Background: an optimization exercise with open tools, aiming at small area and a short achievable clock period. Do not read the settings as production practice.
At most, simulation tests tie the RTL to the original design; equivalence was not proved.
For runs 3 to 6, only the layout was checked, not whether the RTL still works.
Power figures rest on the tool's default switching activity, not on a simulated workload.

==> config.mk <==
export PLATFORM = sky130hd
export DESIGN_NAME = rx_dma_packetizer
export DESIGN_NICKNAME = rx_dma_packetizer
export VERILOG_FILES = /design/flow/design.v
export SDC_FILE = /design/flow/constraint.sdc
export NUM_CORES = 4
export LEC_CHECK = 0
export CAP_MARGIN = 20
export CORE_MARGIN = 2
export CORE_UTILIZATION = 45
export CTS_BUF_LIST = sky130_fd_sc_hd__clkbuf_8
export CTS_CLUSTER_DIAMETER = 60
export CTS_CLUSTER_SIZE = 16
export SETUP_SLACK_MARGIN = 2.75
export SLEW_MARGIN = 20
export TNS_END_PERCENT = 10
export BUFFER_PORTS_ARGS = -buffer_cell sky130_fd_sc_hd__buf_4
==> constraint.sdc <==
create_clock -name core_clock -period 5.0 [get_ports {clk}]
set_input_delay 1.0000 -clock core_clock [delete_from_list [all_inputs] [get_ports {clk}]]
set_output_delay 1.0000 -clock core_clock [all_outputs]
set_load 0.01 [all_outputs]
==> design.v <==
`default_nettype none
module rx_dma_packetizer #(
    parameter int FIFO_DEPTH    = 64,
    parameter int FRAME_SAMPLES = 256
) (
    input  logic        clk,
    input  logic        rst,
    input  logic        enable,
    input  logic        s_valid,
    input  logic [15:0] s_i,
    input  logic [15:0] s_q,
    output logic        m_axis_valid,
    input  logic        m_axis_ready,
    output logic [7:0]  m_axis_data,
    output logic        m_axis_last,
    output logic        overflow,
    output logic [15:0] drop_count,
    input  logic        clear_status
);
    localparam logic [1:0] c_ST_IDLE = 2'd0;
    localparam logic [1:0] c_ST_RUN  = 2'd1;
    localparam logic [1:0] c_ST_PAD  = 2'd2;
    logic [1:0]  r_state;
    logic [7:0]  r_wr_pos;       
    logic [7:0]  r_rd_pos;       
    logic [31:0] r_mem [0:63];
    logic        r_valid;
    logic [1:0]  r_byte_idx;
    logic [7:0]  r_data;
    logic [31:0] r_hold;
    logic        r_last;
    logic        r_overflow;
    logic [15:0] r_drop_count;
    wire w_lo_eq   = (r_wr_pos[5:0] == r_rd_pos[5:0]);
    wire w_hi_eq   = (r_wr_pos[7:6] == r_rd_pos[7:6]);
    logic r_full;                
    wire w_full    = r_full;
    wire w_empty   = w_lo_eq && w_hi_eq;
    wire w_run_acc    = (r_state == c_ST_RUN) && enable;
    wire w_in_pad     = (r_state == c_ST_PAD);
    wire w_frame_last = (r_wr_pos == 8'hFF);
    wire w_pad_write  = w_in_pad && !w_full;
    wire w_push       = (w_run_acc && s_valid && !w_full) || w_pad_write;
    wire w_drop       = w_run_acc && s_valid && w_full;
    wire w_hs      = r_valid && m_axis_ready;
    wire w_pop     = !w_empty && (!r_valid || (w_hs && (r_byte_idx == 2'd3)));
    always_ff @(posedge clk) begin
        if (rst) begin
            r_state <= c_ST_IDLE;
        end else begin
            case (r_state)
                c_ST_IDLE: if (enable) r_state <= c_ST_RUN;
                c_ST_RUN:  if (!enable) r_state <= (r_wr_pos == 8'd0) ? c_ST_IDLE : c_ST_PAD;
                c_ST_PAD:  if (w_pad_write && w_frame_last) r_state <= c_ST_IDLE;
                default:   r_state <= c_ST_IDLE;
            endcase
        end
    end
    logic [63:0] w_wr_sel;
    logic [63:0] w_rd_sel;
    logic [63:0] r_rd_sel;       
    logic [7:0]  r_wr_lo;        
    logic [7:0]  r_wr_hi;        
    logic [7:0]  r_wr_hen;       
    logic [31:0] w_wr_data;
    logic [31:0] w_rd_data;
    always_comb begin
        for (int k = 0; k < 64; k++) begin
            w_wr_sel[k] = r_wr_lo[k % 8] && r_wr_hen[k / 8];
        end
    end
    assign w_rd_sel  = r_rd_sel;
    assign w_wr_data = w_in_pad ? 32'd0 : {s_q, s_i};
    always_ff @(posedge clk) begin
        for (int k = 0; k < 64; k++) begin
            if (w_wr_sel[k]) r_mem[k] <= w_wr_data;
        end
    end
    always_comb begin
        w_rd_data = '0;
        for (int k = 0; k < 64; k++) begin
            w_rd_data = w_rd_data | ({32{w_rd_sel[k]}} & r_mem[k]);
        end
    end
    always_ff @(posedge clk) begin
        if (rst) begin
            r_wr_pos <= '0;
            r_rd_pos <= '0;
        end else begin
            if (w_push) r_wr_pos <= r_wr_pos + 8'd1;
            if (w_pop)  r_rd_pos <= r_rd_pos + 8'd1;
        end
    end
    wire w_count_63 = ((r_wr_pos + 8'd1 - r_rd_pos) == 8'd64);
    wire w_full_next = w_pop ? 1'b0 : (w_push ? w_count_63 : r_full);
    wire [7:0] w_wr_hi_next = (w_push && r_wr_lo[7]) ? {r_wr_hi[6:0], r_wr_hi[7]} : r_wr_hi;
    always_ff @(posedge clk) begin
        if (rst) begin
            r_full   <= 1'b0;
            r_wr_lo  <= 8'd1;
            r_wr_hi  <= 8'd1;
            r_wr_hen <= 8'd1;
        end else begin
            r_full   <= w_full_next;
            r_wr_hi  <= w_wr_hi_next;
            r_wr_hen <= w_wr_hi_next & {8{!w_full_next}};
            if (w_push) r_wr_lo <= {r_wr_lo[6:0], r_wr_lo[7]};
        end
    end
    always_ff @(posedge clk) begin
        if (rst) begin
            r_rd_sel <= 64'd1;
        end else if (w_pop) begin
            r_rd_sel <= {r_rd_sel[62:0], r_rd_sel[63]};
        end
    end
    always_ff @(posedge clk) begin
        if (rst) begin
            r_valid    <= 1'b0;
            r_byte_idx <= 2'd0;
            r_last     <= 1'b0;
        end else begin
            if (w_pop)
                r_valid <= 1'b1;
            else if (w_hs && (r_byte_idx == 2'd3))
                r_valid <= 1'b0;
            if (w_hs) begin
                r_byte_idx <= r_byte_idx + 2'd1;
                r_last     <= (r_byte_idx == 2'd2) && (r_rd_pos == 8'd0);
            end
        end
    end
    wire [1:0] w_idx_next = r_byte_idx + {1'b0, w_hs};
    logic [7:0] w_hold_byte;
    always_comb begin
        case (w_idx_next)
            2'd0:    w_hold_byte = r_hold[7:0];
            2'd1:    w_hold_byte = r_hold[15:8];
            2'd2:    w_hold_byte = r_hold[23:16];
            default: w_hold_byte = r_hold[31:24];
        endcase
    end
    always_ff @(posedge clk) begin
        r_data <= w_pop ? w_rd_data[7:0] : w_hold_byte;
        if (w_pop) begin
            r_hold <= w_rd_data;
        end
    end
    assign m_axis_data  = r_data;
    assign m_axis_last  = r_last;
    assign m_axis_valid = r_valid;
    always_ff @(posedge clk) begin
        if (rst) begin
            r_overflow   <= 1'b0;
            r_drop_count <= 16'd0;
        end else if (w_drop) begin
            r_overflow   <= 1'b1;
            r_drop_count <= clear_status ? 16'd1 :
                            (&r_drop_count) ? r_drop_count : r_drop_count + 16'd1;
        end else if (clear_status) begin
            r_overflow   <= 1'b0;
            r_drop_count <= 16'd0;
        end
    end
    assign overflow   = r_overflow;
    assign drop_count = r_drop_count;
endmodule
`default_nettype wire
==> flow/run.sh <==
#!/bin/bash
set -o pipefail
cp standard.sh standard.sh.orig.log
cp config.mk config.mk.orig.log
echo 'export BUFFER_PORTS_ARGS = -buffer_cell sky130_fd_sc_hd__buf_4' >> config.mk
bash standard.sh > standard.log 2>&1
==> standard.sh <==
#!/bin/bash
# synth_recipe.tcl (not shown) runs the flow's synth.tcl, then flattens the netlist and writes it again
# the make line also repeats each setting of config.mk as NAME=value (left out here)
make -C /OpenROAD-flow-scripts/flow DESIGN_CONFIG=/design/flow/config.mk WORK_HOME=/design/flow/orfs CLKGATE_MAP_FILE= SYNTH_SCRIPT=/design/flow/synth_recipe.tcl "${@:-finish}"
==> results of run 1 <==
==> cell families (layout without fill, tap and decap cells) <==
kind of cell / Yosys count / in the layout / share of synthesized area
multiplexers: 11 / 11 / 0.00273
AND/OR/NAND/NOR: 573 / 573 / 0.0378
other: 0 / 12 / 0
XOR/XNOR: 37 / 37 / 0.00406
flip-flops: 2216 / 2216 / 0.817
buffers and inverters: 317 / 689 / 0.0156
adder cells (fa/ha/maj): 15 / 15 / 0.00235
AO/OA/AOI/OAI: 1145 / 1145 / 0.121
==> area by class of cell <==
type / count / area (sq um) / share of cell area
Inverter: 16 / 70.1 / 0.000781
Timing Repair Buffer: 395 / 4120 / 0.0459
Multi-Input combinational cell: 1781 / 14100 / 0.157
Clock buffer: 172 / 2370 / 0.0264
Clock inverter: 106 / 646 / 0.00719
Tap cell: 2340 / 2930 / 0.0326
Sequential cell: 2216 / 65500 / 0.730
Antenna cell: 12 / 30.0 / 0.000335
==> flip-flops by register name, summed over array words and instances, names as in the netlist, 8 cells and up <==
name          count
r_rd_sel         64
r_wr_pos          8
r_wr_lo           8
r_wr_hen          8
r_rd_pos          8
r_hold           32
r_drop_count     16
r_data            8
r_wr_hi           8
r_mem          2048
==> synth_stat cells (all sizes together) (2+ instances only) <==
cell type / n / area (sq um)
nand4: 137 / 857
or2: 4 / 25.0
and3: 4 / 25.0
nand2b: 4 / 25.0
o21ai: 12 / 71.3
nand2: 203 / 762
clkbuf: 260 / 976
a221oi: 512 / 4480
a41oi: 2 / 17.5
buf: 41 / 210
nand3: 11 / 55.1
dfxtp: 136 / 2720
nand3b: 3 / 22.5
nor2b: 10 / 62.6
mux2i: 3 / 30.0
or3: 6 / 37.5
ha: 15 / 188
nor2: 40 / 153
nand4b: 2 / 17.5
xnor2: 22 / 193
or4: 34 / 259
and2: 98 / 613
inv: 16 / 60.1
edfxtp: 2080 / 62500
a22o: 512 / 4480
a21oi: 99 / 495
mux4: 8 / 188
nor3: 8 / 40.0
nor4: 5 / 31.3
nor4b: 2 / 17.5
xor2: 15 / 131
==> where the power goes <==
group / internal [mW] / switching, mW / total (mW)
clock: 3.50 / 6.02 / 9.52
combinational: 0.712 / 1.47 / 2.19
sequential: 20.5 / 0.180 / 20.6
==> worst paths after layout <==
check	startpoint	end
worst max-delay path	r_wr_lo[7]$_SDFFE_PP0N_	r_mem[23][12]$_DFFE_PP_
worst min-delay path	enable	r_state[0]$_SDFFE_PP0P_
worst max register to register	r_wr_lo[7]$_SDFFE_PP0N_	r_mem[23][12]$_DFFE_PP_
worst min register to register	r_wr_hi[1]$_SDFF_PP0_	r_wr_hi[2]$_SDFF_PP0_
==> per-stage QoR <==
step | cells | util | hold slack [ns]
floorplan | 4314 | - | 0.435
global placement | 6586 | 0.474 | 0.450
detailed placement | 6586 | 0.474 | 0.460
CTS | 7026 | 0.509 | 0.241
global route | 7027 | 0.509 | 0.309
finish | 7038 | 0.510 | 0.318
==> per-layer routing <==
metal / up-vias / GRT usage / share of wire
met5: - / 0.00582 / 0.00071
met4: 14 / 0.205 / 0.072
met3: 1090 / 0.117 / 0.17
met2: 5352 / 0.507 / 0.42
met1: 26295 / 0.471 / 0.34
li1: 18572 / - / -
==> timing repair <==
action	4_1_cts	5_1_grt
setup endpoints to repair	2658	1748
pin swaps	30	6
gates cloned	6	0
setup buffers	156	0
resized for setup	342	23
==> out/results.tsv, run 1 <==
metric	value	unit
outcome	finished clean	
EDFF count, synth	2080	
Area after DPL	83600	sq um
Num CTS Buffers	165	
kind of critical path	reg2reg	
CP top delay family	simple AND/OR/NAND/NOR gates	
Synth Flop Type	edfxtp_1	
post-synthesis register bit count	2216	
RSZ-0062 raised after global routing	true	
Tot Pwr	32.3	mW
Syn Area/Cell	18.5	sq um
fin crit share	0.529	
R2R setup slack	2.35	ns
Slew Limit Headroom	0.182	
H-tree Lvls	4	
CP endpoint kind	register	
pin count of the biggest net entering global routing	67	
VDD IR-drop max	0.302	mV
worst-path fanout max	19	
Slew @ Worst Pin	1.23	ns
Port Buffers	64	
# DRC	0	
Root Buffer	clkbuf_8	
Syn. warnings	2	
worst hold path cell count	2	
first-pass GRT wire length	423	mm
DRT iter0 DRCs	11170	
CP cell instances	and2_2, buf_4	
fill cell count	14177	
Pwr Density	360	nW/um^2
share of cells above drive strength 1	0.190	
die area	181000	sq um
post-synthesis sequential area ratio	0.817	
Buf+Inv Stages, Crit Path	1	
vias	51323	
DR pass1 iterations	8	
mean routed wirelength per cell	46.1	um
Final HPWL DP	171	mm
Core Region	176000	sq um
number of global-route vias before repair	46571	
# rows	154	
Initial Util	0.453	
Total Wirelength	325	mm
Hold Fails Final Rpt	0	
P_leak	28.3	nW
setup ws final	2.35	ns
fin. max-slew vios	0	
GRT overflow	0	
Post-Route Skew	0.0595	ns
All-Layer GR Usage	0.353	
post-place setup slack	1.85	ns
design area	89800	sq um
vias per cell	7.29	
Top-Level Pins	65	
Layout Nets	4628	
Die H	425	um
unique cell type count in the Yosys netlist	49	
Crit path largest cell delay	0.94	ns
CTS tree	built	
clock sink count	2216	
Startpoint Class	register	
Post-Syn Area	79800	sq um
Longest Clk Path Bufs	3	
antenna violations before repair	15	
Crit-path slowest cell	and2_2	
Synth Net Count	4367	
post-route ant nets	0	
Post-synth ARST share	0	
commonest non-fill, non-tap cell in the layout	edfxtp_1	
Setup TNS	0	ns
final setup violation count	0	
Area growth syn-to-layout	12.5	%
die width	425	um
Min-Delay Path Class	in2reg	
Crit path depth	2	
Gate Count Post-Synth	4314	
CP Data Arrival Time	3.25	ns
fin crit period	2.65	ns
Clock Pin Slew Worst Setup and Hold Paths	0.10	ns
worst reg-to-reg path cell count	2	
critical path data required time	5.61	ns
max frequency	378	MHz
commonest non-fill, non-tap cells in the layout	edfxtp_1 (2,080), a22o_1 (512), a221oi_1 (467)	
GP Congestion	0.883	
Post-CTS Hold Buffers	0	
clk latency of the worst-skew pair	0.99	ns
Max-cap violations	0	
==> run 2: changes to the inputs <==
--- a/config.mk
+++ b/config.mk
@@ -12,5 +12,5 @@
 export CTS_CLUSTER_DIAMETER = 60
 export CTS_CLUSTER_SIZE = 16
-export SETUP_SLACK_MARGIN = 2.75
+export SETUP_SLACK_MARGIN = 2.6
 export SLEW_MARGIN = 20
 export TNS_END_PERCENT = 10
==> out/results.tsv, run 2 <==
metric	value	unit	change
synth cell count leaders	edfxtp_1 (2,080), a221oi_1 (512), a22o_1 (512), clkbuf_1 (260), nand2_1 (203)		unchanged
hold path start	enable		unchanged
routed wl met2	136	mm	was 137 mm
P_leak	27.6	nW	was 28.3 nW
commonest non-fill, non-tap cell in the layout	edfxtp_1		unchanged
largest register by flop count	r_mem		unchanged
CP top delay family	simple AND/OR/NAND/NOR gates		unchanged
Finished Core Util	0.501		was 0.510
Gate Count Post-Synth	4314		unchanged
Simple-Gate Fraction of Synth Area	0.0378		unchanged
Area after DPL	83500	sq um	was 83,600 sq um
Largest regs	r_mem: 2048 flops, r_rd_sel: 64 flops, r_hold: 32 flops		unchanged
GRT overflow	0		unchanged
commonest non-fill, non-tap cells in the layout	edfxtp_1 (2,080), a22o_1 (512), a221oi_1 (500)		was edfxtp_1 (2,080), a22o_1 (512), a221oi_1 (467)
All-Layer GR Usage	0.345		was 0.353
Slew Limit Headroom	0.165		was 0.182
CP endpoint kind	register		unchanged
critical path data required time	5.66	ns	was 5.61 ns
Core Region	176000	sq um	unchanged
design area	88300	sq um	was 89,800 sq um
Setup TNS	0	ns	unchanged
Clock Pin Slew Worst Setup and Hold Paths	0.09	ns	was 0.10 ns
largest family of logic cells by synthesized area	compound AO/OA/AOI/OAI gates		unchanged
CP cell instances	nand2b_2, and2_4		was and2_2, buf_4
R2R setup slack	2.37	ns	was 2.35 ns
Max-cap violations	0		unchanged
Pwr Density	364	nW/um^2	was 360 nW/um^2
post-synthesis compound-gate area fraction	0.121		unchanged
post-synthesis register bit count	2216		unchanged
Crit path largest cell delay	0.93	ns	was 0.94 ns
Syn. warnings	2		unchanged
fin crit period	2.63	ns	was 2.65 ns
Top-Level Pins	65		unchanged
RR Endpoint	r_mem[10][27]$_DFFE_PP_		was r_mem[23][12]$_DFFE_PP_
# DRC	0		unchanged
outcome	finished clean		unchanged
pin count of the biggest net entering global routing	83		was 67
Num CTS Buffers	164		was 165
EDFF count, synth	2080		unchanged
post-synthesis xor/xnor area fraction	0.00406		unchanged
Synth Area in Adders	0.00235		unchanged
worst-path fanout max	64		was 19
Hold Fails Final Rpt	0		unchanged
number of global-route vias before repair	46211		was 46,571
RSZ-0062 raised after global routing	true		unchanged
Longest Clk Path Bufs	3		unchanged
CP Data Arrival Time	3.30	ns	was 3.25 ns
post-route ant nets	0		unchanged
Port Buffers	64		unchanged
WL met1	108	mm	was 110 mm
CTS tree	built		unchanged
share of cells above drive strength 1	0.163		was 0.190
die width	425	um	unchanged
Area growth syn-to-layout	10.6	%	was 12.5%
unique cell type count in the Yosys netlist	49		unchanged
post-synthesis sequential area ratio	0.817		unchanged
Initial Util	0.453		unchanged
DR pass1 iterations	8		unchanged
clock sink count	2216		unchanged
Post-CTS Hold Buffers	0		unchanged
met3 wire len	54.0	mm	was 54.5 mm
clk latency of the worst-skew pair	1.00	ns	was 0.99 ns
Root Buffer	clkbuf_8		unchanged
fin crit share	0.527		was 0.529
Min-Delay Path Class	in2reg		unchanged
reg-to-reg startpoint	r_state[0]$_SDFFE_PP0P_		was r_wr_lo[7]$_SDFFE_PP0N_
Tot Pwr	32.2	mW	was 32.3 mW
kind of critical path	reg2reg		unchanged
final setup violation count	0		unchanged
first-pass GRT wire length	416	mm	was 423 mm
GP Congestion	0.891		was 0.883
Crit path depth	2		unchanged
H-tree Lvls	4		unchanged
max frequency	380	MHz	was 378 MHz
leading area contributor after synthesis	edfxtp_1		unchanged
mean routed wirelength per cell	46.2	um	was 46.1 um
Startpoint Class	register		unchanged
VDD IR-drop max	0.299	mV	was 0.302 mV
Slew @ Worst Pin	1.25	ns	was 1.23 ns
Crit-path slowest cell	nand2b_2		was and2_2
Syn Area/Cell	18.5	sq um	unchanged
vias per cell	7.32		was 7.29
Total Wirelength	320	mm	was 325 mm
max reg flops	2048		unchanged
worst reg-to-reg path cell count	2		unchanged
Buf+Inv Stages, Crit Path	0		was 1
Synth Flop Type	edfxtp_1		unchanged
die area	181000	sq um	unchanged
Post-synth ARST share	0		unchanged
post-synth top area share	0.783		unchanged
multiplexer share of the synthesized area	0.00273		unchanged
vias	50833		was 51,323
DRT iter0 DRCs	10997		was 11,170
# rows	154		unchanged
Synth area leaders	edfxtp_1 (78%), a221oi_1 (5.6%), a22o_1 (5.6%)		unchanged
top-count cell post-synth	edfxtp_1		unchanged
Layout Nets	4537		was 4,628
fin. max-slew vios	0		unchanged
Final HPWL DP	171	mm	about the same
DR top layer	met5		unchanged
Worst Hold End	r_state[0]$_SDFFE_PP0P_		unchanged
antenna violations before repair	21		was 15
Die H	425	um	unchanged
Post-Syn Area	79800	sq um	unchanged
Synth Net Count	4367		unchanged
Post-Route Skew	0.0836	ns	was 0.0595 ns
worst hold path cell count	2		unchanged
[run 2: cell counts after synthesis]
No cell type changed its count.
[run 2: power breakdown]
| part | switching [mW] | internal, mW |
|---|---|---|
| registers | 0.257 | 20.5 |
| logic | 1.31 | 0.668 |
| clock network | 6.05 | 3.40 |
[run 2: logic make-up (layout without fill, tap and decap cells)]
logic type,Yosys count,in the layout
and+or+nand+nor,573,574
muxes,11,11
xor gates and xnor gates,37,37
AOI/OAI and AO/OA,1145,1145
other,0,15
DFF,2216,2216
adders and majority gates,15,15
buffers and inverters,317,590
[run 2: per-stage QoR]
stage | cells | worst slack [ns] | hold slack, ns
after floorplan | 4314 | 2.58 | 0.435
after global placement | 6577 | 1.78 | 0.464
after detailed placement | 6577 | 1.79 | 0.462
after CTS | 6887 | 2.40 | 0.258
after global routing | 6933 | 2.41 | 0.293
final | 6943 | 2.37 | 0.315
[run 2: how the worst max path moves through the flow]
stage,from,end,slack (ns)
final,r_state[0]$_SDFFE_PP0P_,r_mem[10][27]$_DFFE_PP_,2.37
after global placement,m_axis_ready,r_data[7]$_DFF_P_,1.78
after floorplan,s_valid,r_drop_count[15]$_SDFFE_PP0P_,2.58
after global routing,r_data[0]$_DFF_P_,m_axis_data[0],2.41
after detailed placement,m_axis_ready,r_data[7]$_DFF_P_,1.79
after CTS,r_data[0]$_DFF_P_,m_axis_data[0],2.40
[run 2: area by class of cell]
cell class / count / area, sq um
Antenna cell: 15 / 37.5
Clock buffer: 168 / 2310
Clock inverter: 102 / 648
Fill cell: 14358 / 87800
Inverter: 16 / 67.6
Multi-Input combinational cell: 1782 / 13800
Sequential cell: 2216 / 65500
Tap cell: 2340 / 2930
Timing Repair Buffer: 304 / 3040
[run 2: layer usage]
metal,up-vias,track usage
met5,-,0
met4,10,0.183
met3,1139,0.111
met2,5306,0.503
met1,26006,0.464
li1,18372,-
[run 2: repair_timing]
item	CTS	global route
gates cloned	3	2
gates resized for setup	167	97
pin swaps	10	10
endpoints found under the setup margin	703	1018
setup buffers	37	38
==> run 3: changes to the inputs <==
--- a/design.v
+++ b/design.v
@@ -60,14 +60,8 @@
     logic [63:0] w_rd_sel;
     logic [63:0] r_rd_sel;       
-    logic [7:0]  r_wr_lo;        
-    logic [7:0]  r_wr_hi;        
-    logic [7:0]  r_wr_hen;       
+    logic [63:0] r_wr_sel;       
     logic [31:0] w_wr_data;
     logic [31:0] w_rd_data;
-    always_comb begin
-        for (int k = 0; k < 64; k++) begin
-            w_wr_sel[k] = r_wr_lo[k % 8] && r_wr_hen[k / 8];
-        end
-    end
+    assign w_wr_sel = r_wr_sel & {64{!r_full}};
     assign w_rd_sel  = r_rd_sel;
     assign w_wr_data = w_in_pad ? 32'd0 : {s_q, s_i};
@@ -94,16 +88,11 @@
     wire w_count_63 = ((r_wr_pos + 8'd1 - r_rd_pos) == 8'd64);
     wire w_full_next = w_pop ? 1'b0 : (w_push ? w_count_63 : r_full);
-    wire [7:0] w_wr_hi_next = (w_push && r_wr_lo[7]) ? {r_wr_hi[6:0], r_wr_hi[7]} : r_wr_hi;
     always_ff @(posedge clk) begin
         if (rst) begin
             r_full   <= 1'b0;
-            r_wr_lo  <= 8'd1;
-            r_wr_hi  <= 8'd1;
-            r_wr_hen <= 8'd1;
+            r_wr_sel <= 64'd1;
         end else begin
             r_full   <= w_full_next;
-            r_wr_hi  <= w_wr_hi_next;
-            r_wr_hen <= w_wr_hi_next & {8{!w_full_next}};
-            if (w_push) r_wr_lo <= {r_wr_lo[6:0], r_wr_lo[7]};
+            if (w_push) r_wr_sel <= {r_wr_sel[62:0], r_wr_sel[63]};
         end
     end
--- a/config.mk
+++ b/config.mk
@@ -9,9 +9,8 @@
 export CORE_MARGIN = 2
 export CORE_UTILIZATION = 45
-export CTS_BUF_LIST = sky130_fd_sc_hd__clkbuf_8
 export CTS_CLUSTER_DIAMETER = 60
-export CTS_CLUSTER_SIZE = 16
+export CTS_CLUSTER_SIZE = 30
 export SETUP_SLACK_MARGIN = 2.6
-export SLEW_MARGIN = 20
-export TNS_END_PERCENT = 10
+export SLEW_MARGIN = 70
+export TNS_END_PERCENT = 20
 export BUFFER_PORTS_ARGS = -buffer_cell sky130_fd_sc_hd__buf_4
==> out/results.tsv, run 3 <==
metric	value	unit	change
outcome	finished clean		unchanged
max reg flops	2048		unchanged
Buf+Inv Stages, Crit Path	2		was 0
Crit path depth	6		was 2
DRT iter0 DRCs	12493		was 10,997
Slew @ Worst Pin	0.507	ns	was 1.25 ns
unique cell type count in the Yosys netlist	57		was 49
clk latency of the worst-skew pair	0.86	ns	was 1.00 ns
Top-Level Pins	65		unchanged
vias per cell	7.26		was 7.32
max frequency	371	MHz	was 380 MHz
worst reg-to-reg path cell count	6		was 2
# rows	156		was 154
synth cell count leaders	edfxtp_1 (2,080), a22o_1 (512), a221oi_1 (491), nand2_1 (284), dfxtp_1 (176)		was edfxtp_1 (2,080), a221oi_1 (512), a22o_1 (512), clkbuf_1 (260), nand2_1 (203)
Startpoint Class	register		unchanged
Num CTS Buffers	140		was 164
GRT overflow	0		unchanged
RR Endpoint	r_hold[16]$_DFFE_PP_		was r_mem[10][27]$_DFFE_PP_
Gate Count Post-Synth	4502		was 4,314
# DRC	0		unchanged
critical path launch point	r_rd_sel[17]$_SDFFE_PP0P_		was r_state[0]$_SDFFE_PP0P_
Synth area leaders	edfxtp_1 (76%), a22o_1 (5.5%), a221oi_1 (5.3%)		was edfxtp_1 (78%), a221oi_1 (5.6%), a22o_1 (5.6%)
R2R setup slack	2.31	ns	was 2.37 ns
Register Area	66200	sq um	was 65,500 sq um
Post-Syn Area	81900	sq um	was 79,800 sq um
VDD IR-drop max	0.388	mV	was 0.299 mV
Setup TNS	0	ns	unchanged
antenna violations before repair	16		was 21
fin. max-slew vios	0		unchanged
Root Buffer	clkbuf_16		was clkbuf_8
post-synthesis sequential area ratio	0.806		was 0.817
GP Congestion	0.867		was 0.891
Layout Nets	5029		was 4,537
worst-path fanout max	16		was 64
CP cell instances	buf_12, a22o_1, a221oi_1, clkdlybuf4s50_1, nand4_1, or4_4		was nand2b_2, and2_4
commonest non-fill, non-tap cells in the layout	edfxtp_1 (2,080), a22o_1 (511), a221oi_1 (445)		was edfxtp_1 (2,080), a22o_1 (512), a221oi_1 (500)
Synth Net Count	4555		was 4,367
Pwr Density	370	nW/um^2	was 364 nW/um^2
fin crit period	2.69	ns	was 2.63 ns
Slew Limit Headroom	0.662		was 0.165
Post-Route Skew	0.0549	ns	was 0.0836 ns
Area growth syn-to-layout	20.4	%	was 10.6%
Synth Flop Type	edfxtp_1		unchanged
Syn Area/Cell	18.2	sq um	was 18.5 sq um
mean routed wirelength per cell	46.0	um	was 46.2 um
H-tree Lvls	4		unchanged
All-Layer GR Usage	0.364		was 0.345
Core Region	181000	sq um	was 176,000 sq um
Initial Util	0.453		about the same
RSZ-0062 raised after global routing	true		unchanged
commonest non-fill, non-tap cell in the layout	edfxtp_1		unchanged
Syn. warnings	2		unchanged
DR pass1 iterations	14		was 8
share of cells above drive strength 1	0.237		was 0.163
clock sink count	2256		was 2,216
fin crit share	0.539		was 0.527
Crit-path slowest cell	or4_4		was nand2b_2
die width	431	um	was 425 um
critical path data required time	5.59	ns	was 5.66 ns
reg-to-reg startpoint	r_rd_sel[17]$_SDFFE_PP0P_		was r_state[0]$_SDFFE_PP0P_
vias	54241		was 50,833
EDFF count, synth	2080		unchanged
first-pass GRT wire length	448	mm	was 416 mm
Post-CTS Hold Buffers	0		unchanged
pin count of the biggest net entering global routing	81		was 83
post-synthesis register bit count	2256		was 2,216
leading area contributor after synthesis	edfxtp_1		unchanged
CP top delay family	buffers and inverters		was simple AND/OR/NAND/NOR gates
kind of critical path	reg2reg		unchanged
Largest regs	r_mem: 2048 flops, r_rd_sel: 64 flops, r_wr_sel: 64 flops		was r_mem: 2048 flops, r_rd_sel: 64 flops, r_hold: 32 flops
post-synth top area share	0.763		was 0.783
Crit path largest cell delay	0.59	ns	was 0.93 ns
final setup violation count	0		unchanged
hold slack	0.444	ns	was 0.315 ns
top-count cell post-synth	edfxtp_1		unchanged
CP Data Arrival Time	3.28	ns	was 3.30 ns
fill cell count	13656		was 14,358
Post-synth ARST share	0		unchanged
Min-Delay Path Class	reg2reg		was in2reg
post-route ant nets	0		unchanged
Port Buffers	64		unchanged
Die H	431	um	was 425 um
largest register by flop count	r_mem		unchanged
Clock Pin Slew Worst Setup and Hold Paths	0.10	ns	was 0.09 ns
CTS tree	built		unchanged
area occupied by multi-input gates	15200	sq um	was 13,800 sq um
Total Wirelength	344	mm	was 320 mm
number of global-route vias before repair	49318		was 46,211
Hold Fails Final Rpt	0		unchanged
Final HPWL DP	210	mm	was 171 mm
P_leak	31.8	nW	was 27.6 nW
Setup crit end	r_hold[16]$_DFFE_PP_		was r_mem[10][27]$_DFFE_PP_
Longest Clk Path Bufs	3		unchanged
Max-cap violations	0		unchanged
CP endpoint kind	register		unchanged
die area	185000	sq um	was 181,000 sq um
==> run 3: worst register-to-register path: cells and delay by family (launching register included) <==
family                 cells  cell delay, ns
AOI/OAI and AO/OA          2            0.52
buffers and inverters      2            0.77
and+or+nand+nor            2            0.71
DFF                        1            0.44
==> run 3: layout make-up <==
type,count,share of cell area
flip-flops and latches,2256,0.672
diodes,5,0.000127
well taps,2370,0.0301
clock inverters,114,0.0157
multi-input cells,1905,0.155
clock buffers,146,0.0361
repair buffers,658,0.0909
inverters,15,0.000723
==> run 3: cells by family after synthesis <==
kind of cell    Yosys count  share of synthesized area
compound gates         1199                      0.123
xor+xnor                 27                    0.00289
fa+ha+maj                15                    0.00229
buf+inv                 341                     0.0214
flops                  2256                      0.806
mux                      21                    0.00419
simple gates            643                     0.0407
==> run 3: power by group <==
group | internal, mW | switching (mW) | leakage [nW]
Sequential | 20.8 | 0.194 | 20.2
Clock | 6.14 | 7.28 | 2.46
Combinational | 0.787 | 1.31 | 9.10
Total | 27.7 | 8.79 | 31.8
==> run 3: per-layer routing <==
layer	track usage	share of wire	up-vias
met5	0	0.00036	-
met4	0.239	0.083	20
met3	0.105	0.16	1364
met2	0.529	0.43	5566
met1	0.478	0.33	27539
li1	-	-	19752
==> run 3: worst min path at each step <==
stage                                    from                   endpoint  slack, ns  depth (start not counted)
global placement    r_rd_sel[45]$_SDFFE_PP0P_  r_rd_sel[45]$_SDFFE_PP0P_       0.45                          2
finish              r_wr_sel[15]$_SDFFE_PP0P_  r_wr_sel[16]$_SDFFE_PP0P_       0.44                          2
global route                           enable    r_state[0]$_SDFFE_PP0P_       0.47                          2
floorplan            r_wr_sel[9]$_SDFFE_PP0P_  r_wr_sel[10]$_SDFFE_PP0P_       0.44                          2
CTS                                    enable    r_state[0]$_SDFFE_PP0P_       0.45                          2
detailed placement  r_wr_sel[27]$_SDFFE_PP0P_  r_wr_sel[28]$_SDFFE_PP0P_       0.46                          2
==> run 3: metrics by stage <==
| stage | worst slack (ns) | area, sq um | util | std cells | power, mW |
|---|---|---|---|---|---|
| floorplan | 2.28 | 81900 | - | 4502 | 22.2 |
| global placement | 1.90 | 86000 | 0.476 | 6807 | 23.0 |
| detailed placement | 1.93 | 91300 | 0.505 | 7083 | 23.3 |
| CTS | 2.52 | 98000 | 0.542 | 7439 | 36.3 |
| global route | 2.28 | 98600 | 0.545 | 7465 | 37.1 |
| finish | 2.31 | 98600 | 0.546 | 7469 | 36.5 |
==> run 3: timing repair <==
item,in CTS,in global routing
pin swaps,20,14
cloned,9,1
setup buffers,87,9
endpoints found under the hold margin,0,0
resized for setup,128,54
endpoints found under the setup margin,145,94
==> run 4: changes to the inputs <==
--- a/config.mk
+++ b/config.mk
@@ -9,8 +9,9 @@
 export CORE_MARGIN = 2
 export CORE_UTILIZATION = 45
+export CTS_BUF_LIST = sky130_fd_sc_hd__clkbuf_8
 export CTS_CLUSTER_DIAMETER = 60
-export CTS_CLUSTER_SIZE = 30
-export SETUP_SLACK_MARGIN = 2.6
-export SLEW_MARGIN = 70
+export CTS_CLUSTER_SIZE = 16
+export SETUP_SLACK_MARGIN = 2.5
+export SLEW_MARGIN = 20
 export TNS_END_PERCENT = 20
 export BUFFER_PORTS_ARGS = -buffer_cell sky130_fd_sc_hd__buf_4
==> out/results.tsv, run 4 <==
metric	value	unit	change
outcome	finished clean		unchanged
Post-Syn Area	81900	sq um	unchanged
RSZ-0062 raised after global routing	true		unchanged
Final HPWL DP	179	mm	was 210 mm
reg-to-reg startpoint	r_full$_SDFFE_PP0P_		was r_rd_sel[17]$_SDFFE_PP0P_
Crit-path slowest cell	nor2b_4		was or4_4
kind of critical path	reg2reg		unchanged
unique cell type count in the Yosys netlist	57		unchanged
post-route ant nets	0		unchanged
Largest regs	r_mem: 2048 flops, r_rd_sel: 64 flops, r_wr_sel: 64 flops		unchanged
# DRC	0		unchanged
Root Buffer	clkbuf_8		was clkbuf_16
EDFF count, synth	2080		unchanged
GRT overflow	0		unchanged
hold slack	0.337	ns	was 0.444 ns
worst reg-to-reg path cell count	3		was 6
Die H	431	um	unchanged
max frequency	361	MHz	was 371 MHz
Switch Pwr	7.62	mW	was 8.79 mW
R2R setup slack	2.23	ns	was 2.31 ns
Setup crit end	r_mem[49][2]$_DFFE_PP_		was r_hold[16]$_DFFE_PP_
Int Power	24.9	mW	was 27.7 mW
GP Congestion	0.867		unchanged
Core Region	181000	sq um	unchanged
Total Wirelength	336	mm	was 344 mm
Post-Route Skew	0.0685	ns	was 0.0549 ns
first-pass GRT wire length	434	mm	was 448 mm
commonest non-fill, non-tap cells in the layout	edfxtp_1 (2,080), a22o_1 (512), a221oi_1 (468)		was edfxtp_1 (2,080), a22o_1 (511), a221oi_1 (445)
Finished Core Util	0.502		was 0.546
fin crit share	0.555		was 0.539
Longest Clk Path Bufs	3		unchanged
fill cell count	14597		was 13,656
critical path data required time	5.61	ns	was 5.59 ns
CP endpoint kind	register		unchanged
leading area contributor after synthesis	edfxtp_1		unchanged
max reg flops	2048		unchanged
fin. max-slew vios	0		unchanged
vias per cell	7.30		was 7.26
RR Endpoint	r_mem[49][2]$_DFFE_PP_		was r_hold[16]$_DFFE_PP_
Min-Delay Path Class	in2reg		was reg2reg
Area growth syn-to-layout	10.9	%	was 20.4%
Startpoint Class	register		unchanged
Slew Limit Headroom	0.136		was 0.662
antenna violations before repair	12		was 16
Post-synth ARST share	0		unchanged
pin count of the biggest net entering global routing	84		was 81
commonest non-fill, non-tap cell in the layout	edfxtp_1		unchanged
die area	185000	sq um	unchanged
mean routed wirelength per cell	46.8	um	was 46.0 um
final setup violation count	0		unchanged
Crit path largest cell delay	0.93	ns	was 0.59 ns
Max-cap violations	0		unchanged
CTS tree	built		unchanged
largest register by flop count	r_mem		unchanged
DRT iter0 DRCs	12187		was 12,493
DR pass1 iterations	6		was 14
H-tree Lvls	4		unchanged
All-Layer GR Usage	0.352		was 0.364
Area after DPL	86200	sq um	was 91,300 sq um
post-synthesis sequential area ratio	0.806		unchanged
worst-path fanout max	70		was 16
Setup TNS	0	ns	unchanged
post-synthesis register bit count	2256		unchanged
post-synth top area share	0.763		unchanged
VDD IR-drop max	0.353	mV	was 0.388 mV
die width	431	um	unchanged
Syn Area/Cell	18.2	sq um	unchanged
critical path launch point	r_full$_SDFFE_PP0P_		was r_rd_sel[17]$_SDFFE_PP0P_
Port Buffers	64		unchanged
top-count cell post-synth	edfxtp_1		unchanged
P_leak	28.4	nW	was 31.8 nW
clk latency of the worst-skew pair	1.01	ns	was 0.86 ns
fin crit period	2.77	ns	was 2.69 ns
Top-Level Pins	65		unchanged
Synth Flop Type	edfxtp_1		unchanged
clock sink count	2256		unchanged
Clock Pin Slew Worst Setup and Hold Paths	0.10	ns	about the same
Synth Net Count	4555		unchanged
Syn. warnings	2		unchanged
Initial Util	0.453		unchanged
CP cell instances	buf_16, nor2b_4, buf_4		was buf_12, a22o_1, a221oi_1, clkdlybuf4s50_1, nand4_1, or4_4
# rows	156		unchanged
Logic pwr share	0.055		was 0.058
Synth area leaders	edfxtp_1 (76%), a22o_1 (5.5%), a221oi_1 (5.3%)		unchanged
design area	90800	sq um	was 98,600 sq um
Num CTS Buffers	169		was 140
synth cell count leaders	edfxtp_1 (2,080), a22o_1 (512), a221oi_1 (491), nand2_1 (284), dfxtp_1 (176)		unchanged
Pwr Density	358	nW/um^2	was 370 nW/um^2
CP Data Arrival Time	3.38	ns	was 3.28 ns
clock group share of total power	0.300		was 0.368
Gate Count Post-Synth	4502		unchanged
sequential power share	0.645		was 0.575
share of cells above drive strength 1	0.173		was 0.237
vias	52364		was 54,241
Layout Nets	4739		was 5,029
switch share	0.234		was 0.241
number of global-route vias before repair	47171		was 49,318
Slew @ Worst Pin	1.30	ns	was 0.507 ns
Hold Fails Final Rpt	0		unchanged
run 4: power groups by stage:
stage	clock [mW]	combinational, mW	sequential, mW
4_1_cts	9.72	1.61	21.0
3_5_place_dp	0	1.60	21.4
5_1_grt	10.3	1.79	21.0
6_report	9.75	1.78	21.0
3_3_place_gp	0	1.57	21.5
2_1_floorplan	0	0.909	21.3
run 4: what timing repair did:
item                                    4_1_cts  5_1_grt
gates cloned                                  0        0
pin swaps                                     0        9
endpoints found under the setup margin     2243      381
setup buffers                                 0       64
gates resized for setup                      62      156
hold endpoints to repair                      0        0
hold buffers                                  0        0
run 4: cells by family after synthesis:
| group | share of synthesized area |
|---|---|
| AOI/OAI and AO/OA | 0.123 |
| xor gates and xnor gates | 0.00289 |
| adders and majority gates | 0.00229 |
| buffers and inverters | 0.0214 |
| DFF | 0.806 |
| muxes | 0.00419 |
| and+or+nand+nor | 0.0407 |
run 4: worst min-delay path by stage:
stage          slack (ns)                      start  cells after the start                   endpoint
2_1_floorplan        0.44   r_wr_sel[9]$_SDFFE_PP0P_                      2  r_wr_sel[10]$_SDFFE_PP0P_
3_3_place_gp         0.45  r_rd_sel[45]$_SDFFE_PP0P_                      2  r_rd_sel[45]$_SDFFE_PP0P_
3_5_place_dp         0.46  r_wr_sel[42]$_SDFFE_PP0P_                      2  r_wr_sel[43]$_SDFFE_PP0P_
4_1_cts              0.26                     enable                      2    r_state[0]$_SDFFE_PP0P_
5_1_grt              0.30                     enable                      2    r_state[0]$_SDFFE_PP0P_
6_report             0.34                     enable                      2    r_state[0]$_SDFFE_PP0P_
run 4: metrics by stage:
| stage | total power [mW] | cells | setup WS [ns] |
|---|---|---|---|
| final | 32.5 | 7170 | 2.23 |
| after global routing | 33.1 | 7161 | 2.32 |
| after CTS | 32.3 | 7093 | 2.26 |
| after detailed placement | 23.0 | 6818 | 1.85 |
| after global placement | 23.0 | 6807 | 1.90 |
| after floorplan | 22.2 | 4502 | 2.28 |
run 4: routing by layer:
metal / vias up / track usage / share of wire
li1: 19022 / - / -
met1: 26819 / 0.474 / 0.34
met2: 5358 / 0.519 / 0.43
met3: 1157 / 0.0901 / 0.16
met4: 8 / 0.208 / 0.071
met5: - / 0 / 0.00024
run 4: final cells by class:
class,instances,area [sq um],area share
antenna,10,25.0,0.000276
sequential,2256,66200,0.729
clock inverter,101,678,0.00747
multi-input combinational,1905,15000,0.165
inverter,15,66.3,0.000730
timing repair buffer,339,3490,0.0385
clock buffer,174,2390,0.0264
tap,2370,2970,0.0327
run 4: critical path: cells and delay by family (launching register included):
| family | cells | cell delay [ns] |
|---|---|---|
| DFF | 1 | 0.37 |
| and+or+nand+nor | 1 | 0.93 |
| buffers and inverters | 2 | 1.00 |
==> run 5: changes to the inputs <==
--- a/design.v
+++ b/design.v
@@ -60,8 +60,11 @@
     logic [63:0] w_rd_sel;
     logic [63:0] r_rd_sel;       
-    logic [63:0] r_wr_sel;       
+    logic [7:0]  r_wr_lo;        
+    logic [7:0]  r_wr_hi;        
+    logic [63:0] r_wr_en;        
+    logic        r_c63;          
     logic [31:0] w_wr_data;
     logic [31:0] w_rd_data;
-    assign w_wr_sel = r_wr_sel & {64{!r_full}};
+    assign w_wr_sel = r_wr_en;
     assign w_rd_sel  = r_rd_sel;
     assign w_wr_data = w_in_pad ? 32'd0 : {s_q, s_i};
@@ -86,13 +89,29 @@
         end
     end
-    wire w_count_63 = ((r_wr_pos + 8'd1 - r_rd_pos) == 8'd64);
-    wire w_full_next = w_pop ? 1'b0 : (w_push ? w_count_63 : r_full);
+    wire w_count_62  = ((r_wr_pos - r_rd_pos) == 8'd62);
+    wire w_full_next = r_full ? !w_pop : (r_c63 && w_push && !w_pop);
+    wire w_c63_next  = (r_c63 && (w_push == w_pop)) || (r_full && w_pop) ||
+                       (w_count_62 && w_push && !w_pop);
+    wire [7:0] w_wr_lo_next = w_push ? {r_wr_lo[6:0], r_wr_lo[7]} : r_wr_lo;
+    wire [7:0] w_wr_hi_next = (w_push && r_wr_lo[7]) ? {r_wr_hi[6:0], r_wr_hi[7]} : r_wr_hi;
+    logic [63:0] w_wr_en_next;
+    always_comb begin
+        for (int k = 0; k < 64; k++) begin
+            w_wr_en_next[k] = w_wr_lo_next[k % 8] && w_wr_hi_next[k / 8] && !w_full_next;
+        end
+    end
     always_ff @(posedge clk) begin
         if (rst) begin
             r_full   <= 1'b0;
-            r_wr_sel <= 64'd1;
+            r_c63    <= 1'b0;
+            r_wr_lo  <= 8'd1;
+            r_wr_hi  <= 8'd1;
+            r_wr_en  <= 64'd1;
         end else begin
             r_full   <= w_full_next;
-            if (w_push) r_wr_sel <= {r_wr_sel[62:0], r_wr_sel[63]};
+            r_c63    <= w_c63_next;
+            r_wr_lo  <= w_wr_lo_next;
+            r_wr_hi  <= w_wr_hi_next;
+            r_wr_en  <= w_wr_en_next;
         end
     end
--- a/config.mk
+++ b/config.mk
@@ -9,9 +9,8 @@
 export CORE_MARGIN = 2
 export CORE_UTILIZATION = 45
-export CTS_BUF_LIST = sky130_fd_sc_hd__clkbuf_8
 export CTS_CLUSTER_DIAMETER = 60
-export CTS_CLUSTER_SIZE = 16
-export SETUP_SLACK_MARGIN = 2.5
+export CTS_CLUSTER_SIZE = 30
+export SETUP_SLACK_MARGIN = 2.6
 export SLEW_MARGIN = 20
-export TNS_END_PERCENT = 20
+export TNS_END_PERCENT = 40
 export BUFFER_PORTS_ARGS = -buffer_cell sky130_fd_sc_hd__buf_4
==> out/results.tsv, run 5 <==
metric	value	unit	change
EDFF count, synth	2080		unchanged
Setup TNS	0	ns	unchanged
Top-Level Pins	65		unchanged
first-pass GRT wire length	440	mm	was 434 mm
Final HPWL DP	168	mm	was 179 mm
Layout Nets	4528		was 4,739
P_leak	28.3	nW	was 28.4 nW
pin count of the biggest net entering global routing	84		unchanged
top-count cell post-synth	edfxtp_1		unchanged
die width	429	um	was 431 um
vias	52362		was 52,364
worst-path fanout max	18		was 70
leading area contributor after synthesis	edfxtp_1		unchanged
Total Wirelength	341	mm	was 336 mm
die area	184000	sq um	was 185,000 sq um
CP endpoint kind	register		unchanged
fin crit period	2.61	ns	was 2.77 ns
unique cell type count in the Yosys netlist	65		was 57
critical path data required time	5.72	ns	was 5.61 ns
critical path launch point	r_rd_sel[40]$_SDFFE_PP0P_		was r_full$_SDFFE_PP0P_
Post-synth ARST share	0		unchanged
Min-Delay Path Class	in2reg		unchanged
Startpoint Class	register		unchanged
Tot Pwr	36.1	mW	was 32.5 mW
Post-Syn Area	81100	sq um	was 81,900 sq um
Area growth syn-to-layout	12.4	%	was 10.9%
GP Congestion	0.851		was 0.867
Finished Core Util	0.510		was 0.502
Synth Flop Type	edfxtp_1		unchanged
Post-CTS Hold Buffers	0		unchanged
antenna violations before repair	19		was 12
DRT iter0 DRCs	13061		was 12,187
vias per cell	7.52		was 7.30
share of cells above drive strength 1	0.164		was 0.173
Longest Clk Path Bufs	3		unchanged
Syn Area/Cell	18.7	sq um	was 18.2 sq um
RR Endpoint	r_data[2]$_DFF_P_		was r_mem[49][2]$_DFFE_PP_
final setup violation count	0		unchanged
Core Region	179000	sq um	was 181,000 sq um
fin crit share	0.522		was 0.555
max frequency	383	MHz	was 361 MHz
fill cell count	14301		was 14,597
Initial Util	0.454		was 0.453
Slew @ Worst Pin	1.31	ns	was 1.30 ns
H-tree Lvls	4		unchanged
Clock Pin Slew Worst Setup and Hold Paths	0.09	ns	was 0.10 ns
# DRC	0		unchanged
post-route ant nets	0		unchanged
post-synth top area share	0.770		was 0.763
CTS tree	built		unchanged
Die H	429	um	was 431 um
synth cell count leaders	edfxtp_1 (2,080), a22o_1 (512), a221oi_1 (511), dfxtp_1 (193), nand2_1 (161)		was edfxtp_1 (2,080), a22o_1 (512), a221oi_1 (491), nand2_1 (284), dfxtp_1 (176)
max reg flops	2048		unchanged
kind of critical path	reg2reg		unchanged
Synth Net Count	4401		was 4,555
Syn. warnings	2		unchanged
Hold Fails Final Rpt	0		unchanged
clk latency of the worst-skew pair	0.83	ns	was 1.01 ns
commonest non-fill, non-tap cell in the layout	edfxtp_1		unchanged
All-Layer GR Usage	0.362		was 0.352
Gate Count Post-Synth	4347		was 4,502
GRT overflow	0		unchanged
worst reg-to-reg path cell count	6		was 3
Post-Route Skew	0.0549	ns	was 0.0685 ns
post-synthesis register bit count	2273		was 2,256
Num CTS Buffers	136		was 169
Root Buffer	clkbuf_16		was clkbuf_8
clock sink count	2273		was 2,256
outcome	finished clean		unchanged
fin. max-slew vios	0		unchanged
DR pass1 iterations	9		was 6
reg-to-reg startpoint	r_rd_sel[40]$_SDFFE_PP0P_		was r_full$_SDFFE_PP0P_
number of global-route vias before repair	46667		was 47,171
post-synthesis sequential area ratio	0.818		was 0.806
CP Data Arrival Time	3.33	ns	was 3.38 ns
commonest non-fill, non-tap cells in the layout	edfxtp_1 (2,080), a22o_1 (512), a221oi_1 (503)		was edfxtp_1 (2,080), a22o_1 (512), a221oi_1 (468)
# rows	155		was 156
Synth area leaders	edfxtp_1 (77%), a22o_1 (5.5%), a221oi_1 (5.5%)		was edfxtp_1 (76%), a22o_1 (5.5%), a221oi_1 (5.3%)
Port Buffers	64		unchanged
VDD IR-drop max	0.283	mV	was 0.353 mV
R2R setup slack	2.39	ns	was 2.23 ns
RSZ-0062 raised after global routing	true		unchanged
largest register by flop count	r_mem		unchanged
Setup crit end	r_data[2]$_DFF_P_		was r_mem[49][2]$_DFFE_PP_
mean routed wirelength per cell	49.0	um	was 46.8 um
Pwr Density	396	nW/um^2	was 358 nW/um^2
Max-cap violations	0		unchanged
Slew Limit Headroom	0.125		was 0.136
Largest regs	r_mem: 2048 flops, r_rd_sel: 64 flops, r_wr_en: 64 flops		was r_mem: 2048 flops, r_rd_sel: 64 flops, r_wr_sel: 64 flops
run 5: routing by layer:
| layer | part of all wire | GRT usage | vias to the layer above | routed length [um] |
|---|---|---|---|---|
| met5 | 0.00023 | 0 | - | 79 |
| met4 | 0.072 | 0.224 | 12 | 24600 |
| met3 | 0.18 | 0.119 | 1160 | 59700 |
| met2 | 0.42 | 0.514 | 5745 | 143000 |
| met1 | 0.33 | 0.483 | 26900 | 113000 |
| li1 | - | - | 18545 | - |
run 5: cell families after synthesis:
kind of cell	Yosys count	share of synthesized area
flops	2273	0.818
xor+xnor	26	0.00307
fa+ha+maj	16	0.00256
buf+inv	322	0.0181
mux	26	0.00475
simple gates	524	0.0331
compound gates	1160	0.121
run 5: metrics by stage:
step,cells,hold WS (ns),setup WS (ns),cell area [sq um]
after global placement,6618,0.458,1.65,84700
final,6963,0.480,2.39,91100
after detailed placement,6618,0.458,1.66,84700
after floorplan,4347,0.451,2.46,81200
after global routing,6955,0.468,2.39,91100
after CTS,6928,0.451,2.40,90800
run 5: worst max-delay path, cell delays in order, from the launching register on:
cell      delay, ns
dfxtp_4        0.54
buf_6          0.32
a22o_1         0.25
a221oi_1       0.27
nand4_1        0.23
or4_4          0.60
mux2_4         0.28
run 5: cell type report:
class,instances,area [sq um],share of cell area
sequential,2273,66700,0.732
multi-input combinational,1753,13600,0.149
clock buffer,148,3600,0.0395
tap,2355,2950,0.0323
timing repair buffer,288,2850,0.0313
clock inverter,104,1260,0.0138
inverter,22,101,0.00111
antenna,20,50.0,0.000549
run 5: power breakdown:
part / internal (mW) / switching, mW / leakage (nW)
Combinational: 0.598 / 1.35 / 5.59
Clock: 6.08 / 6.96 / 2.35
Sequential: 20.9 / 0.233 / 20.4
run 5: what timing repair did:
action	CTS	global route
endpoints found under the hold margin	0	0
pin swaps	2	1
setup buffers	55	11
cloned	3	1
setup endpoints to repair	1442	620
resized for setup	149	19
run 5: how the worst min path moves through the flow:
| stage | slack [ns] | cells after the start | from | to |
|---|---|---|---|---|
| 2_1_floorplan | 0.45 | 1 | r_state[1]$_SDFFE_PP0P_ | r_state[0]$_SDFFE_PP0P_ |
| 3_3_place_gp | 0.46 | 0 | r_wr_en[56]$_SDFF_PP0_ | r_mem[56][5]$_DFFE_PP_ |
| 3_5_place_dp | 0.46 | 0 | r_wr_en[56]$_SDFF_PP0_ | r_mem[56][13]$_DFFE_PP_ |
| 4_1_cts | 0.45 | 2 | enable | r_state[0]$_SDFFE_PP0P_ |
| 5_1_grt | 0.47 | 2 | enable | r_state[0]$_SDFFE_PP0P_ |
| 6_report | 0.48 | 2 | enable | r_state[0]$_SDFFE_PP0P_ |
==> run 6: changes to the inputs <==
--- a/config.mk
+++ b/config.mk
@@ -9,8 +9,9 @@
 export CORE_MARGIN = 2
 export CORE_UTILIZATION = 45
+export CTS_BUF_LIST = sky130_fd_sc_hd__clkbuf_8
 export CTS_CLUSTER_DIAMETER = 60
-export CTS_CLUSTER_SIZE = 30
-export SETUP_SLACK_MARGIN = 2.6
+export CTS_CLUSTER_SIZE = 16
+export SETUP_SLACK_MARGIN = 2.5
 export SLEW_MARGIN = 20
-export TNS_END_PERCENT = 40
+export TNS_END_PERCENT = 20
 export BUFFER_PORTS_ARGS = -buffer_cell sky130_fd_sc_hd__buf_4
==> out/results.tsv, run 6 <==
metric	value	unit	change
outcome	finished clean		unchanged
Syn. warnings	2		unchanged
GR met2 Demand/Resource	0.507		was 0.514
Max-cap violations	0		unchanged
VDD IR-drop max	0.352	mV	was 0.283 mV
post-synthesis register bit count	2273		unchanged
Startpoint Class	register		unchanged
GP Congestion	0.844		was 0.851
Num CTS Buffers	163		was 136
GRT overflow	0		unchanged
EDFF count, synth	2080		unchanged
kind of critical path	reg2reg		unchanged
Crit path largest cell delay	0.60	ns	about the same
Buf+Inv Stages, Crit Path	1		unchanged
Largest regs	r_mem: 2048 flops, r_rd_sel: 64 flops, r_wr_en: 64 flops		unchanged
Total Wirelength	332	mm	was 341 mm
leading area contributor after synthesis	edfxtp_1		unchanged
die width	429	um	unchanged
Layout Nets	4493		was 4,528
# DRC	0		unchanged
Die H	429	um	unchanged
mean routed wirelength per cell	48.2	um	was 49.0 um
Synth Flop Type	edfxtp_1		unchanged
max frequency	368	MHz	was 383 MHz
H-tree Lvls	4		unchanged
Crit-path slowest cell	or4_4		unchanged
Initial Util	0.454		unchanged
top-count cell post-synth	edfxtp_1		unchanged
clk latency of the worst-skew pair	1.01	ns	was 0.83 ns
antenna violations before repair	16		was 19
largest register by flop count	r_mem		unchanged
met3 usage	0.112		was 0.119
unique cell type count in the Yosys netlist	65		unchanged
commonest non-fill, non-tap cell in the layout	edfxtp_1		unchanged
# rows	155		unchanged
commonest non-fill, non-tap cells in the layout	edfxtp_1 (2,080), a22o_1 (512), a221oi_1 (505)		was edfxtp_1 (2,080), a22o_1 (512), a221oi_1 (503)
fin crit period	2.72	ns	was 2.61 ns
Core Region	179000	sq um	unchanged
vias per cell	7.41		was 7.52
CP Data Arrival Time	3.60	ns	was 3.33 ns
Slew @ Worst Pin	1.29	ns	was 1.31 ns
worst reg-to-reg path cell count	6		unchanged
fin. max-slew vios	0		unchanged
layer with the highest usage	met2		unchanged
post-synth top area share	0.770		unchanged
Root Buffer	clkbuf_8		was clkbuf_16
pin count of the biggest net entering global routing	65		was 84
RSZ-0062 raised after global routing	true		unchanged
Int Power	24.6	mW	was 27.6 mW
Synth Net Count	4401		unchanged
CP cell instances	buf_6, a22o_1, a221oi_1, nand4_1, or4_4, mux2_4		unchanged
Synth area leaders	edfxtp_1 (77%), a22o_1 (5.5%), a221oi_1 (5.5%)		unchanged
Area growth syn-to-layout	8.63	%	was 12.4%
switch share	0.235		was 0.237
final setup violation count	0		unchanged
Syn Area/Cell	18.7	sq um	unchanged
Finished Core Util	0.493		was 0.510
sequential power share	0.656		was 0.585
Slew Limit Headroom	0.139		was 0.125
Hold Fails Final Rpt	0		unchanged
setup ws final	2.28	ns	was 2.39 ns
GRT met1 Usage	0.482		was 0.483
Longest Clk Path Bufs	3		unchanged
Post-synth ARST share	0		unchanged
Gate Count Post-Synth	4347		unchanged
worst-path fanout max	24		was 18
vias	50981		was 52,362
post-synthesis sequential area ratio	0.818		unchanged
Final HPWL DP	168	mm	about the same
Crit path depth	6		unchanged
P_leak	27.1	nW	was 28.3 nW
max reg flops	2048		unchanged
R2R setup slack	2.28	ns	was 2.39 ns
CTS tree	built		unchanged
critical path data required time	5.89	ns	was 5.72 ns
post-place setup slack	1.49	ns	was 1.66 ns
CP top delay family	simple AND/OR/NAND/NOR gates		unchanged
Post-Route Skew	0.0730	ns	was 0.0549 ns
Port Buffers	64		unchanged
number of global-route vias before repair	46153		was 46,667
Pwr Density	365	nW/um^2	was 396 nW/um^2
CP endpoint kind	register		unchanged
Logic pwr share	0.061		was 0.054
die area	184000	sq um	unchanged
Top-Level Pins	65		unchanged
Switch Pwr	7.58	mW	was 8.54 mW
fin crit share	0.543		was 0.522
worst hold path cell count	2		unchanged
synth cell count leaders	edfxtp_1 (2,080), a22o_1 (512), a221oi_1 (511), dfxtp_1 (193), nand2_1 (161)		unchanged
Clock Pin Slew Worst Setup and Hold Paths	0.10	ns	was 0.09 ns
Min-Delay Path Class	in2reg		unchanged
DR pass1 iterations	7		was 9
clock group share of total power	0.283		was 0.361
All-Layer GR Usage	0.354		was 0.362
clock sink count	2273		unchanged
first-pass GRT wire length	431	mm	was 440 mm
DRT iter0 DRCs	12360		was 13,061
Post-Syn Area	81100	sq um	unchanged
share of cells above drive strength 1	0.141		was 0.164
Setup TNS	0	ns	unchanged
post-route ant nets	0		unchanged
[run 6: cell counts after synthesis]
Identical to the previous run, type by type.
[run 6: metrics by stage]
| stage | area [sq um] | hold slack, ns | instances | power [mW] |
|---|---|---|---|---|
| after floorplan | 81200 | 0.451 | 4347 | 22.3 |
| after global placement | 84700 | 0.450 | 6608 | 23.1 |
| after detailed placement | 84700 | 0.447 | 6609 | 23.2 |
| after CTS | 87800 | 0.251 | 6861 | 32.0 |
| after global routing | 88100 | 0.295 | 6872 | 32.8 |
| final | 88100 | 0.301 | 6882 | 32.2 |
[run 6: path summary, 6_finish.rpt]
path	endpoint	from
setup / recovery	r_data[5]$_DFF_P_	r_rd_sel[50]$_SDFFE_PP0P_
setup reg to reg	r_data[5]$_DFF_P_	r_rd_sel[50]$_SDFFE_PP0P_
hold reg to reg	r_mem[51][9]$_DFFE_PP_	r_wr_en[51]$_SDFF_PP0_
hold / removal	r_state[0]$_SDFFE_PP0P_	enable
[run 6: power groups by stage]
| stage | Combinational (mW) | Sequential, mW | Clock (mW) |
|---|---|---|---|
| 2_1_floorplan | 0.892 | 21.4 | 0 |
| 3_3_place_gp | 1.59 | 21.5 | 0 |
| 3_5_place_dp | 1.61 | 21.5 | 0 |
| 4_1_cts | 1.80 | 21.1 | 9.06 |
| 5_1_grt | 1.96 | 21.1 | 9.70 |
| 6_report | 1.96 | 21.1 | 9.12 |
[run 6: kinds of logic after synthesis]
logic type / after synthesis / share of synthesized area
flops: 2273 / 0.818
compound gates: 1160 / 0.121
simple gates: 524 / 0.0331
buf+inv: 322 / 0.0181
xor+xnor: 26 / 0.00307
mux: 26 / 0.00475
fa+ha+maj: 16 / 0.00256
[run 6: what timing repair did]
| item | 4_1_cts | 5_1_grt |
|---|---|---|
| buffers inserted | 7 | 6 |
| hold buffers | 0 | 0 |
| pin swaps | 2 | 1 |
| setup endpoints to repair | 1435 | 1586 |
| gates cloned | 3 | 1 |
| gates resized for setup | 78 | 61 |
[run 6: cell type report]
cell class	instances	area [sq um]
inverters	22	90.1
clock inverters	76	370
flip-flops and latches	2273	66700
clock buffers	166	2280
multi-input cells	1752	13600
well taps	2355	2950
diodes	11	27.5
repair buffers	227	2110
fillers	14660	90700
[run 6: layer usage]
layer,vias up,part of all wire,wire [um]
met3,1062,0.17,56300
met2,5208,0.42,140000
li1,18321,-,-
met5,-,0.00049,162
met4,14,0.069,23100
met1,26376,0.34,113000

## static timing again, ports no longer ideal
The flow's constraints put no driver on any port. The routed layouts listed below were extracted and timed again, unchanged, in two steps.
Step 1 sets driving cells, clkbuf_16 on the clock port and buf_2 on the other inputs (assumed; they add their load-dependent delay and slew).
Step 2, shift: input delay + t, output delay - t, t = (earliest + latest rising clock arrival at the registers) / 2. This alone moves slack from input paths to output paths.
Three values: ideal, step 1, step 2; two values: the first two.
run	shift t [ns]	setup slack, ns	worst register clock-pin slew, ns	worst data-port slew with drivers (ns)
run 1	1.043	2.354 / 2.354 / 2.295	0.11 / 0.11	0.07
run 2	1.036	2.365 / 2.365 / 2.301	0.12 / 0.12	0.05
run 3	0.924	2.307 / 2.307 / 1.920	0.11 / 0.11	0.09
run 4	1.048	2.227 / 2.227 / 1.868	0.11 / 0.11	0.08
run 5	0.893	2.388 / 2.388 / 1.843	0.11 / 0.11	0.09
run 6	1.062	2.284 / 2.226 / 1.883	0.11 / 0.11	0.11
After both steps every run listed still meets setup and hold. For run 5, which loses most, drivers alone change the setup slack by 0.000 ns; drivers and shift together by -0.545 ns.
